Source: an optimization exercise on an open RTL-to-GDS flow (aim: small area). Production flows keep margins and buffers that such runs may drop. In this exercise RTL edits were held to simulation tests only and were not proved equivalent to the original. Power is estimated from default activity; no workload was simulated.

==> sierra: inputs <==
==> flow/design.v <==
`default_nettype none
package exu_pkg;
    localparam int SPEC_W  = 3;
    localparam int ALUOP_W = 4;
    typedef enum logic [SPEC_W-1:0] {
        SPEC_NONE  = 3'd0,
        SPEC_JAL   = 3'd1,
        SPEC_JALR  = 3'd2,
        SPEC_AUIPC = 3'd3,
        SPEC_LUI   = 3'd4,
        SPEC_STORE = 3'd5
    } spec_e;
    typedef enum logic [ALUOP_W-1:0] {
        ALU_ADD   = 4'd0,
        ALU_SUB   = 4'd1,
        ALU_SLL   = 4'd2,
        ALU_SLT   = 4'd3,
        ALU_SLTU  = 4'd4,
        ALU_XOR   = 4'd5,
        ALU_SRL   = 4'd6,
        ALU_SRA   = 4'd7,
        ALU_OR    = 4'd8,
        ALU_AND   = 4'd9,
        ALU_PASSB = 4'd10
    } aluop_e;
endpackage
`default_nettype wire
`default_nettype none
module exu_alu #(
    parameter int DATA_WIDTH = 64
) (
    input  logic [DATA_WIDTH-1:0] a_i,
    input  logic [DATA_WIDTH-1:0] b_i,
    input  logic [exu_pkg::ALUOP_W-1:0] aluop_i,
    input  logic                  word_i,
    output logic [DATA_WIDTH-1:0] result_o
);
    logic [5:0]            w_shamt;
    logic [4:0]            w_shamt_w;
    logic [31:0]           w_a32;
    logic [31:0]           w_b32;
    logic [31:0]           w_res32;
    logic [DATA_WIDTH-1:0] w_res_full;
    logic                  w_use_word;
    always_comb begin
        w_shamt    = b_i[5:0];
        w_shamt_w  = b_i[4:0];
        w_a32      = a_i[31:0];
        w_b32      = b_i[31:0];
        w_res_full = '0;
        w_res32    = '0;
        w_use_word = 1'b0;
        case (aluop_i)
            exu_pkg::ALU_ADD: begin
                w_res_full = a_i + b_i;
                w_res32    = w_a32 + w_b32;
                w_use_word = word_i;
            end
            exu_pkg::ALU_SUB: begin
                w_res_full = a_i - b_i;
                w_res32    = w_a32 - w_b32;
                w_use_word = word_i;
            end
            exu_pkg::ALU_SLL: begin
                w_res_full = a_i << w_shamt;
                w_res32    = w_a32 << w_shamt_w;
                w_use_word = word_i;
            end
            exu_pkg::ALU_SLT:   w_res_full = {{(DATA_WIDTH-1){1'b0}}, ($signed(a_i) < $signed(b_i))};
            exu_pkg::ALU_SLTU:  w_res_full = {{(DATA_WIDTH-1){1'b0}}, (a_i < b_i)};
            exu_pkg::ALU_XOR:   w_res_full = a_i ^ b_i;
            exu_pkg::ALU_SRL: begin
                w_res_full = a_i >> w_shamt;
                w_res32    = w_a32 >> w_shamt_w;
                w_use_word = word_i;
            end
            exu_pkg::ALU_SRA: begin
                w_res_full = $unsigned($signed(a_i) >>> w_shamt);
                w_res32    = $unsigned($signed(w_a32) >>> w_shamt_w);
                w_use_word = word_i;
            end
            exu_pkg::ALU_OR:    w_res_full = a_i | b_i;
            exu_pkg::ALU_AND:   w_res_full = a_i & b_i;
            exu_pkg::ALU_PASSB: w_res_full = b_i;
            default:   w_res_full = '0;
        endcase
    end
    assign result_o = w_use_word ? DATA_WIDTH'($signed(w_res32)) : w_res_full;
endmodule
`default_nettype wire
`default_nettype none
module exu_pipe #(
    parameter int DATA_WIDTH = 64,
    parameter int NUM_BYPASS = 2,
    parameter int REG_IDX_W  = 5
) (
    input  logic                             clk,
    input  logic                             rst,
    input  logic                             in_valid_i,
    output logic                             in_ready_o,
    input  logic                             ers1_i,
    input  logic                             ers2_i,
    input  logic [exu_pkg::SPEC_W-1:0]       specinst_i,
    input  logic [exu_pkg::ALUOP_W-1:0]      aluop_i,
    input  logic                             word_i,
    input  logic [REG_IDX_W-1:0]             rs1_idx_i,
    input  logic [REG_IDX_W-1:0]             rs2_idx_i,
    input  logic [DATA_WIDTH-1:0]            rs1_i,
    input  logic [DATA_WIDTH-1:0]            rs2_i,
    input  logic [DATA_WIDTH-1:0]            pc_i,
    input  logic [DATA_WIDTH-1:0]            imme_i,
    input  logic [NUM_BYPASS-1:0]            byp_valid_i,
    input  logic [NUM_BYPASS*REG_IDX_W-1:0]  byp_rd_i,
    input  logic [NUM_BYPASS*DATA_WIDTH-1:0] byp_data_i,
    output logic                             out_valid_o,
    input  logic                             out_ready_i,
    output logic [DATA_WIDTH-1:0]            result_o,
    output logic [DATA_WIDTH-1:0]            store_data_o
);
    logic [DATA_WIDTH-1:0] w_rs1_eff, w_rs2_eff;
    logic [DATA_WIDTH-1:0] a_d, b_d, st_d, w_alu_res;
    logic                  w_s2_adv, w_s1_adv, w_accept;
    logic                  s1_valid_q, s2_valid_q;
    logic [DATA_WIDTH-1:0] s1_a_q, s1_b_q, s1_st_q;
    logic [exu_pkg::ALUOP_W-1:0]    s1_op_q;
    logic                  s1_word_q;
    logic [DATA_WIDTH-1:0] result_q, store_q;
    always_comb begin
        w_rs1_eff = rs1_i;
        w_rs2_eff = rs2_i;
        for (int k = NUM_BYPASS - 1; k >= 0; k--) begin
            if (byp_valid_i[k] && (byp_rd_i[k*REG_IDX_W +: REG_IDX_W] == rs1_idx_i) &&
                (rs1_idx_i != '0))
                w_rs1_eff = byp_data_i[k*DATA_WIDTH +: DATA_WIDTH];
            if (byp_valid_i[k] && (byp_rd_i[k*REG_IDX_W +: REG_IDX_W] == rs2_idx_i) &&
                (rs2_idx_i != '0))
                w_rs2_eff = byp_data_i[k*DATA_WIDTH +: DATA_WIDTH];
        end
    end
    always_comb begin
        if (ers1_i)
            a_d = w_rs1_eff;
        else if (specinst_i == exu_pkg::SPEC_JAL || specinst_i == exu_pkg::SPEC_JALR || specinst_i == exu_pkg::SPEC_AUIPC)
            a_d = pc_i;
        else
            a_d = '0;
        if (ers2_i)
            b_d = (specinst_i == exu_pkg::SPEC_STORE) ? imme_i : w_rs2_eff;
        else if (specinst_i == exu_pkg::SPEC_LUI)
            b_d = imme_i;
        else if (specinst_i == exu_pkg::SPEC_JAL || specinst_i == exu_pkg::SPEC_JALR)
            b_d = DATA_WIDTH'(4);
        else
            b_d = imme_i;
        st_d = (specinst_i == exu_pkg::SPEC_STORE) ? w_rs2_eff : '0;
    end
    assign w_s2_adv   = !s2_valid_q || out_ready_i;
    assign w_s1_adv   = s1_valid_q && w_s2_adv;
    assign in_ready_o = !s1_valid_q || w_s2_adv;
    assign w_accept   = in_valid_i && in_ready_o;
    exu_alu #(
        .DATA_WIDTH (DATA_WIDTH)
    ) u_alu (
        .a_i      (s1_a_q),
        .b_i      (s1_b_q),
        .aluop_i  (s1_op_q),
        .word_i   (s1_word_q),
        .result_o (w_alu_res)
    );
    always_ff @(posedge clk) begin
        if (rst) begin
            s1_valid_q <= 1'b0;
            s1_a_q     <= '0;
            s1_b_q     <= '0;
            s1_st_q    <= '0;
            s1_op_q    <= '0;
            s1_word_q  <= 1'b0;
            s2_valid_q <= 1'b0;
            result_q   <= '0;
            store_q    <= '0;
        end else begin
            if (w_accept) begin
                s1_valid_q <= 1'b1;
                s1_a_q     <= a_d;
                s1_b_q     <= b_d;
                s1_st_q    <= st_d;
                s1_op_q    <= aluop_i;
                s1_word_q  <= word_i;
            end else if (w_s1_adv) begin
                s1_valid_q <= 1'b0;
            end
            if (w_s2_adv) begin
                s2_valid_q <= s1_valid_q;
                if (s1_valid_q) begin
                    result_q <= w_alu_res;
                    store_q  <= s1_st_q;
                end
            end
        end
    end
    assign out_valid_o  = s2_valid_q;
    assign result_o     = result_q;
    assign store_data_o = store_q;
endmodule
`default_nettype wire
==> flow/run.sh <==
#!/bin/bash
# synth_recipe.tcl (not shown) runs the flow's synth.tcl, then flattens the netlist and writes it again
# the make line also repeats each setting of config.mk as NAME=value (left out here)
make -C /OpenROAD-flow-scripts/flow DESIGN_CONFIG=/design/flow/config.mk WORK_HOME=/design/flow/orfs CLKGATE_MAP_FILE= SYNTH_SCRIPT=/design/flow/synth_recipe.tcl finish
==> flow/config.mk <==
export PLATFORM = sky130hd
export DESIGN_NAME = exu_pipe
export DESIGN_NICKNAME = exu_pipe
export VERILOG_FILES = /design/flow/design.v
export SDC_FILE = /design/flow/constraint.sdc
export NUM_CORES = 4
export LEC_CHECK = 0
export CAP_MARGIN = 20
export CORE_MARGIN = 2
export CORE_UTILIZATION = 30
export SLEW_MARGIN = 20
==> flow/constraint.sdc <==
create_clock -name core_clock -period 6.5 [get_ports {clk}]
set_input_delay 1.3000 -clock core_clock [delete_from_list [all_inputs] [get_ports {clk}]]
set_output_delay 1.3000 -clock core_clock [all_outputs]
set_load 0.01 [all_outputs]
==> inputs of pepper, as changes to sierra <==
--- a/flow/design.v
+++ b/flow/design.v
@@ -37,53 +37,91 @@
 );
-    logic [5:0]            w_shamt;
-    logic [4:0]            w_shamt_w;
-    logic [31:0]           w_a32;
-    logic [31:0]           w_b32;
-    logic [31:0]           w_res32;
-    logic [DATA_WIDTH-1:0] w_res_full;
-    logic                  w_use_word;
-    always_comb begin
-        w_shamt    = b_i[5:0];
-        w_shamt_w  = b_i[4:0];
-        w_a32      = a_i[31:0];
-        w_b32      = b_i[31:0];
-        w_res_full = '0;
-        w_res32    = '0;
-        w_use_word = 1'b0;
-        case (aluop_i)
-            exu_pkg::ALU_ADD: begin
-                w_res_full = a_i + b_i;
-                w_res32    = w_a32 + w_b32;
-                w_use_word = word_i;
+    localparam int N  = DATA_WIDTH;
+    localparam int LG = 6;   
+    logic op_add, op_sub, op_sll, op_slt, op_sltu, op_xor, op_srl, op_sra;
+    logic op_or, op_and, op_passb;
+    logic sub, use_word;
+    always_comb begin
+        op_add   = (aluop_i == exu_pkg::ALU_ADD);
+        op_sub   = (aluop_i == exu_pkg::ALU_SUB);
+        op_sll   = (aluop_i == exu_pkg::ALU_SLL);
+        op_slt   = (aluop_i == exu_pkg::ALU_SLT);
+        op_sltu  = (aluop_i == exu_pkg::ALU_SLTU);
+        op_xor   = (aluop_i == exu_pkg::ALU_XOR);
+        op_srl   = (aluop_i == exu_pkg::ALU_SRL);
+        op_sra   = (aluop_i == exu_pkg::ALU_SRA);
+        op_or    = (aluop_i == exu_pkg::ALU_OR);
+        op_and   = (aluop_i == exu_pkg::ALU_AND);
+        op_passb = (aluop_i == exu_pkg::ALU_PASSB);
+        sub      = op_sub | op_slt | op_sltu;
+        use_word = word_i & (op_add | op_sub | op_sll | op_srl | op_sra);
+    end
+    logic [N-1:0] bx, p, g, c, sum;
+    logic [N-1:0] gg, pp;
+    logic         cout, lt_u, lt_s;
+    assign bx = b_i ^ {N{sub}};
+    assign p  = a_i ^ bx;
+    assign g  = a_i & bx;
+    always_comb begin
+        gg = g;
+        pp = p;
+        gg[0] = g[0] | (p[0] & sub);
+        for (int l = 1; l <= LG; l++) begin
+            for (int i = 0; i < N; i++) begin
+                if (((i + 1) % (1 << l)) == 0) begin
+                    gg[i] = gg[i] | (pp[i] & gg[i - (1 << (l - 1))]);
+                    pp[i] = pp[i] & pp[i - (1 << (l - 1))];
+                end
             end
-            exu_pkg::ALU_SUB: begin
-                w_res_full = a_i - b_i;
-                w_res32    = w_a32 - w_b32;
-                w_use_word = word_i;
+        end
+        for (int l = LG - 1; l >= 1; l--) begin
+            for (int i = 0; i < N; i++) begin
+                if ((((i + 1) % (1 << l)) == (1 << (l - 1))) && (i >= (1 << l))) begin
+                    gg[i] = gg[i] | (pp[i] & gg[i - (1 << (l - 1))]);
+                    pp[i] = pp[i] & pp[i - (1 << (l - 1))];
+                end
             end
-            exu_pkg::ALU_SLL: begin
-                w_res_full = a_i << w_shamt;
-                w_res32    = w_a32 << w_shamt_w;
-                w_use_word = word_i;
+        end
+    end
+    assign c    = {gg[N-2:0], sub};
+    assign sum  = p ^ c;
+    assign cout = gg[N-1];
+    assign lt_u = ~cout;
+    assign lt_s = (a_i[N-1] ^ b_i[N-1]) ? a_i[N-1] : lt_u;
+    logic [N-1:0] sh_in, sh_out;
+    logic [LG-1:0] shamt;
+    logic          fill;
+    always_comb begin
+        for (int i = 0; i < N; i++) begin
+            if (op_sll)
+                sh_in[i] = a_i[N-1-i];
+            else if (word_i && i >= N/2)
+                sh_in[i] = op_sra & a_i[N/2-1];
+            else
+                sh_in[i] = a_i[i];
+        end
+        shamt = {b_i[LG-1] & ~word_i, b_i[LG-2:0]};
+        fill  = op_sra & sh_in[N-1];
+        sh_out = sh_in;
+        for (int l = 0; l < LG; l++) begin
+            if (shamt[l]) begin
+                for (int i = 0; i < N; i++)
+                    sh_out[i] = (i + (1 << l) < N) ? sh_out[i + (1 << l)] : fill;
             end
-            exu_pkg::ALU_SLT:   w_res_full = {{(DATA_WIDTH-1){1'b0}}, ($signed(a_i) < $signed(b_i))};
-            exu_pkg::ALU_SLTU:  w_res_full = {{(DATA_WIDTH-1){1'b0}}, (a_i < b_i)};
-            exu_pkg::ALU_XOR:   w_res_full = a_i ^ b_i;
-            exu_pkg::ALU_SRL: begin
-                w_res_full = a_i >> w_shamt;
-                w_res32    = w_a32 >> w_shamt_w;
-                w_use_word = word_i;
-            end
-            exu_pkg::ALU_SRA: begin
-                w_res_full = $unsigned($signed(a_i) >>> w_shamt);
-                w_res32    = $unsigned($signed(w_a32) >>> w_shamt_w);
-                w_use_word = word_i;
-            end
-            exu_pkg::ALU_OR:    w_res_full = a_i | b_i;
-            exu_pkg::ALU_AND:   w_res_full = a_i & b_i;
-            exu_pkg::ALU_PASSB: w_res_full = b_i;
-            default:   w_res_full = '0;
-        endcase
-    end
-    assign result_o = w_use_word ? DATA_WIDTH'($signed(w_res32)) : w_res_full;
+        end
+    end
+    logic [N-1:0] res;
+    always_comb begin
+        res = '0;
+        for (int i = 0; i < N; i++) begin
+            res[i] = ((op_add | op_sub) & sum[i])
+                   | ((op_srl | op_sra) & sh_out[i])
+                   | (op_sll & sh_out[N-1-i])
+                   | (op_xor & p[i])
+                   | (op_or & (p[i] | g[i]))
+                   | (op_and & g[i])
+                   | (op_passb & b_i[i]);
+        end
+        res[0] = res[0] | (op_slt & lt_s) | (op_sltu & lt_u);
+    end
+    assign result_o = use_word ? {{(N/2){res[N/2-1]}}, res[N/2-1:0]} : res;
 endmodule
@@ -121,6 +159,6 @@
     logic [DATA_WIDTH-1:0] a_d, b_d, st_d, w_alu_res;
-    logic                  w_s2_adv, w_s1_adv, w_accept;
+    logic                  w_s2_adv;
     logic                  s1_valid_q, s2_valid_q;
     logic [DATA_WIDTH-1:0] s1_a_q, s1_b_q, s1_st_q;
-    logic [exu_pkg::ALUOP_W-1:0]    s1_op_q;
+    logic [exu_pkg::ALUOP_W-1:0] s1_op_q;
     logic                  s1_word_q;
@@ -156,6 +194,2 @@
     end
-    assign w_s2_adv   = !s2_valid_q || out_ready_i;
-    assign w_s1_adv   = s1_valid_q && w_s2_adv;
-    assign in_ready_o = !s1_valid_q || w_s2_adv;
-    assign w_accept   = in_valid_i && in_ready_o;
     exu_alu #(
@@ -169,2 +203,4 @@
     );
+    assign w_s2_adv   = !s2_valid_q || out_ready_i;
+    assign in_ready_o = !s1_valid_q || w_s2_adv;
     always_ff @(posedge clk) begin
@@ -172,28 +208,21 @@
             s1_valid_q <= 1'b0;
-            s1_a_q     <= '0;
-            s1_b_q     <= '0;
-            s1_st_q    <= '0;
-            s1_op_q    <= '0;
-            s1_word_q  <= 1'b0;
             s2_valid_q <= 1'b0;
-            result_q   <= '0;
-            store_q    <= '0;
         end else begin
-            if (w_accept) begin
-                s1_valid_q <= 1'b1;
-                s1_a_q     <= a_d;
-                s1_b_q     <= b_d;
-                s1_st_q    <= st_d;
-                s1_op_q    <= aluop_i;
-                s1_word_q  <= word_i;
-            end else if (w_s1_adv) begin
-                s1_valid_q <= 1'b0;
-            end
-            if (w_s2_adv) begin
+            if (in_ready_o)
+                s1_valid_q <= in_valid_i;
+            if (w_s2_adv)
                 s2_valid_q <= s1_valid_q;
-                if (s1_valid_q) begin
-                    result_q <= w_alu_res;
-                    store_q  <= s1_st_q;
-                end
-            end
+        end
+    end
+    always_ff @(posedge clk) begin
+        if (in_ready_o) begin
+            s1_a_q    <= a_d;
+            s1_b_q    <= b_d;
+            s1_st_q   <= st_d;
+            s1_op_q   <= aluop_i;
+            s1_word_q <= word_i;
+        end
+        if (w_s2_adv) begin
+            result_q <= w_alu_res;
+            store_q  <= s1_st_q;
         end
==> comparison table <==
| quantity | sierra | pepper |
|---|---|---|
| Outcome | no timing/DRC/antenna violations | no timing/DRC/antenna violations |
| Worst-case setup slack after placement | 636 ps | 556 ps |
| Power dissipated in the clock network | 2.65 mW | 2.26 mW |
| Relative area of clock buffers and inverters in the final design | 3.18% | 3.63% |
| Final Instance Count excl. Fillers | 7394 | 4601 |
| R2R setup slack | 370 ps | 380 ps |
| Time the final worst path needs with I/O delays and setup | 6130 ps | 6120 ps |
| Maximum net fanout on the critical path | 8 | 12 |
| Filler instances | 13.5k | 9165 |
| Met3 Wirelength | 29100 um | 12300 um |
| Synthesized-area fraction occupied by adder cells | 7.45% | 8.01% |
| Share of cells above drive strength 1 | 8.63% | 10.5% |
| Max Clock Freq | 163 MHz | 163 MHz |

==> port drivers added, routing unchanged <==
Ports are ideal in the flow. The routed layouts listed here were re-timed in OpenROAD. Step 1 (the two cells are an assumption about what drives the block):
set clk [get_ports {clk}]
set_driving_cell -lib_cell sky130_fd_sc_hd__clkbuf_16 $clk
set_driving_cell -lib_cell sky130_fd_sc_hd__buf_2 [delete_from_list [all_inputs] $clk]
Step 2 moves the port delays by t, midway between the first and last clock arrival at a register: inputs arrive t later, outputs are due t later. That takes back most of the time a late clock gives input paths. Three values: ideal, step 1, step 2; two values: the first two.
run	t, ns	setup WS [ns]	hold slack, ns	slew at the worst register clock pin (ns)	worst slew at a driven data input, ns
sierra	0.710	0.369 / 0.369 / 0.369	0.419 / 0.419 / 0.419	0.08 / 0.08	0.11
pepper	0.640	0.375 / 0.375 / 0.375	0.412 / 0.412 / 0.412	0.07 / 0.07	0.12
After both steps every run listed still meets setup and hold.
